What follows belongs to an exercise in optimizing a design on an open flow for small area; a production flow would make more cautious choices. At most, simulation tests tie the RTL to the original design; equivalence was not proved. Power is estimated from default activity; no workload was simulated.

==> flow/design.v <==
`default_nettype none
package apb_pkg;
  localparam int WAIT_CNT_W = 4;
  typedef enum logic [1:0] {
    MST_IDLE   = 2'd0,
    MST_SETUP  = 2'd1,
    MST_ACCESS = 2'd2
  } apb_mst_state_t;
  typedef enum logic [0:0] {
    IDLE   = 1'b0,
    ACCESS = 1'b1
  } apb_slv_state_t;
endpackage
`default_nettype wire
`default_nettype none
module apb_mem_array #(
  parameter int DATA_WIDTH = 32,
  parameter int RINGS      = 12
) (
  input  logic                  clk,
  input  logic                  rst_n,
  input  logic                  we,
  input  logic [3:0]            wring,
  input  logic [1:0]            wslot,
  input  logic [DATA_WIDTH-1:0] wdata,    
  input  logic                  rvalid,
  input  logic [3:0]            rring,
  input  logic [1:0]            rslot,
  output logic [DATA_WIDTH-1:0] rdata
);
  localparam int W = DATA_WIDTH;
  logic [RINGS*W-1:0] p0, p1, p2, p3;
  logic [1:0]         u;           
  logic [1:0]         u_in;        
  logic [1:0]         clr_cnt;
  logic               clear;
  logic               pend;
  logic [3:0]         pend_ring;
  logic [1:0]         pend_slot;
  logic [W-1:0]       wbuf;
  logic               now_ok;      
  logic               pend_go;     
  logic [RINGS-1:0]   ins;
  logic [W-1:0]       ins_data;
  assign u_in     = u - 2'd1;
  assign clear    = !rst_n || (clr_cnt != 2'd0);
  assign now_ok   = (wslot == u_in);
  assign pend_go  = pend && (pend_slot == u_in);
  assign ins_data = clear ? '0 : wbuf;
  always_comb begin
    for (int r = 0; r < RINGS; r++) begin
      ins[r] = clear ||
               (we   && now_ok && (wring == 4'(r))) ||
               (pend_go && (pend_ring == 4'(r)));
    end
  end
  always_ff @(posedge clk) begin
    for (int r = 0; r < RINGS; r++) begin
      p0[r*W +: W] <= ins[r] ? ins_data : p3[r*W +: W];
    end
    p1 <= p0;
    p2 <= p1;
    p3 <= p2;
  end
  always_ff @(posedge clk) begin
    if (!rst_n) begin
      u       <= 2'd0;
      clr_cnt <= 2'd3;
      pend    <= 1'b0;
    end else begin
      u <= u_in;
      if (clr_cnt != 2'd0) clr_cnt <= clr_cnt - 2'd1;
      if (we && !now_ok) begin
        pend      <= 1'b1;
        pend_ring <= wring;
        pend_slot <= wslot;
      end else if (pend_go) begin
        pend <= 1'b0;
      end
    end
  end
  always_ff @(posedge clk) begin
    if (!pend || pend_go) wbuf <= wdata;
  end
  logic [W-1:0] tap;
  logic [W-1:0] rcap;
  logic         rd_hit;
  logic         hit_q;
  logic         ok_q;
  always_comb begin
    tap = '0;
    for (int r = 0; r < RINGS; r++) begin
      if (rring == 4'(r)) tap = tap | p0[r*W +: W];
    end
  end
  assign rd_hit = (rslot == u);
  always_ff @(posedge clk) begin
    if (rd_hit) rcap <= tap;
    hit_q <= (rslot == u_in);
    ok_q  <= rvalid;
  end
  assign rdata = ok_q ? (hit_q ? tap : rcap) : '0;
endmodule
`default_nettype wire
`default_nettype none
module apb_slave_mem #(
  parameter int ADDR_WIDTH  = 16,
  parameter int DATA_WIDTH  = 32,
  parameter int MEM_DEPTH   = 64,
  parameter int RO_BASE     = 48,
  parameter int WAIT_STATES = 2
) (
  input  logic                  pclk,
  input  logic                  preset_n,
  input  logic                  psel,
  input  logic                  penable,
  input  logic                  pwrite,
  input  logic [ADDR_WIDTH-1:0] paddr,
  input  logic [DATA_WIDTH-1:0] pwdata,
  output logic [DATA_WIDTH-1:0] prdata,
  output logic                  pready,
  output logic                  pslverr
);
  logic [1:0] cnt;
  logic       setup;
  logic       in_rw;      
  logic       in_mem;     
  logic       addr_err;
  assign setup    = psel && !penable;
  assign in_mem   = ({1'b0, paddr} < (ADDR_WIDTH+1)'(MEM_DEPTH));
  assign in_rw    = ({1'b0, paddr} < (ADDR_WIDTH+1)'(RO_BASE));
  assign addr_err = pwrite ? !in_rw : !in_mem;
  assign pready  = preset_n && psel && penable && (cnt == 2'(WAIT_STATES + 1));
  assign pslverr = addr_err;
  always_ff @(posedge pclk) begin
    if (!preset_n || !psel) begin
      cnt <= 2'd0;
    end else if (!penable) begin
      cnt <= 2'd1;
    end else if (cnt == 2'(WAIT_STATES + 1)) begin
      cnt <= 2'd0;
    end else if (cnt != 2'd0) begin
      cnt <= cnt + 2'd1;
    end
  end
  apb_mem_array #(
    .DATA_WIDTH (DATA_WIDTH),
    .RINGS      (RO_BASE / 4)
  ) u_mem (
    .clk    (pclk),
    .rst_n  (preset_n),
    .we     (pready && pwrite && in_rw),
    .wring  (paddr[5:2]),
    .wslot  (paddr[1:0]),
    .wdata  (pwdata),
    .rvalid (in_rw),
    .rring  (paddr[5:2]),
    .rslot  (paddr[1:0]),
    .rdata  (prdata)
  );
endmodule
`default_nettype wire
make LEC_CHECK=0 CAP_MARGIN=20 CORE_MARGIN=2 CORE_UTILIZATION=40 SLEW_MARGIN=20 finish   # period 5.0 ns
run.sh (not shown) runs the stock make flow with config.mk's settings and CLKGATE_MAP_FILE= SYNTH_SCRIPT=/design/flow/synth_recipe.tcl, a recipe that flattens the netlist after the stock synthesis.
Then changed:
--- a/flow/design.v
+++ b/flow/design.v
@@ -30,26 +30,27 @@
 );
   localparam int W = DATA_WIDTH;
   logic [RINGS*W-1:0] p0, p1, p2, p3;
   logic [1:0]         u;           
   logic [1:0]         u_in;        
   logic [1:0]         clr_cnt;
-  logic               clear;
+  logic               clear;       
+  logic [RINGS-1:0]   stale;       
   logic               pend;
   logic [3:0]         pend_ring;
   logic [1:0]         pend_slot;
   logic [W-1:0]       wbuf;
   logic               now_ok;      
   logic               pend_go;     
   logic [RINGS-1:0]   ins;
   logic [W-1:0]       ins_data;
   assign u_in     = u - 2'd1;
-  assign clear    = !rst_n || (clr_cnt != 2'd0);
+  assign clear    = (clr_cnt != 2'd0);
   assign now_ok   = (wslot == u_in);
   assign pend_go  = pend && (pend_slot == u_in);
-  assign ins_data = clear ? '0 : wbuf;
+  assign ins_data = wbuf;
   always_comb begin
     for (int r = 0; r < RINGS; r++) begin
       ins[r] = clear ||
                (we   && now_ok && (wring == 4'(r))) ||
                (pend_go && (pend_ring == 4'(r)));
     end
@@ -61,39 +62,44 @@
     p1 <= p0;
     p2 <= p1;
     p3 <= p2;
   end
   always_ff @(posedge clk) begin
     if (!rst_n) begin
-      u       <= 2'd0;
+      u       <= 2'd3;
       clr_cnt <= 2'd3;
       pend    <= 1'b0;
+      stale   <= '1;
     end else begin
       u <= u_in;
       if (clr_cnt != 2'd0) clr_cnt <= clr_cnt - 2'd1;
+      for (int r = 0; r < RINGS; r++) begin
+        if (ins[r] && u_in == 2'd3) stale[r] <= 1'b0;
+      end
       if (we && !now_ok) begin
         pend      <= 1'b1;
         pend_ring <= wring;
         pend_slot <= wslot;
       end else if (pend_go) begin
         pend <= 1'b0;
       end
     end
   end
   always_ff @(posedge clk) begin
-    if (!pend || pend_go) wbuf <= wdata;
+    if (!rst_n || clr_cnt[1]) wbuf <= '0;
+    else if (!pend || pend_go) wbuf <= wdata;
   end
   logic [W-1:0] tap;
   logic [W-1:0] rcap;
   logic         rd_hit;
   logic         hit_q;
   logic         ok_q;
   always_comb begin
     tap = '0;
     for (int r = 0; r < RINGS; r++) begin
-      if (rring == 4'(r)) tap = tap | p0[r*W +: W];
+      if (rring == 4'(r) && !(rslot == 2'd3 && stale[r])) tap = tap | p0[r*W +: W];
     end
   end
   assign rd_hit = (rslot == u);
   always_ff @(posedge clk) begin
     if (rd_hit) rcap <= tap;
     hit_q <= (rslot == u_in);
After rerunning: The new run finished clean; design area grows by about 2.4%; synthesized area grows by 2.4%; total power grows by 12%; via count shrinks by 2.8%; maximum frequency grows by 0.62%; global-route usage shrinks by 0.35 points; combinational power grows to 2.9 times its value; worst setup slack is better by 0.030 ns; count of clock-buffer cells in the layout shrinks by 10; critical path depth shrinks by 2; utilization shrinks by 0.20 points; sequential share of layout area shrinks by 1.7 points.
Only the layout flow was run in the first run of this note; the RTL was not checked for function there.

[separate check: timing with driven ports]
In the flow no input, the clock included, has a driving cell. The finished layouts below were timed again as built, in two steps. Step 1 sets driving cells, clkbuf_16 on the clock port and buf_2 on the other inputs (assumed; they add their load-dependent delay and slew). Step 2 moves the port delays by t, midway between the first and last clock arrival at a register: inputs arrive t later, outputs are due t later. That takes back most of the time a late clock gives input paths. Slacks: ideal ports / drivers / drivers and shift; pairs: ideal ports / drivers.
run	t (ns)	slack for setup (ns)	hold WS [ns]	clock arrival spread, ns
the first run	0.790	0.161 / 0.138 / 0.138	0.306 / 0.306 / 0.306	0.026 / 0.027
the second run	0.794	0.190 / 0.166 / 0.166	0.309 / 0.309 / 0.309	0.044 / 0.045
After both steps every run listed still meets setup and hold. For the second run, which loses most, drivers alone change the setup slack by -0.024 ns; drivers and shift together by -0.024 ns.
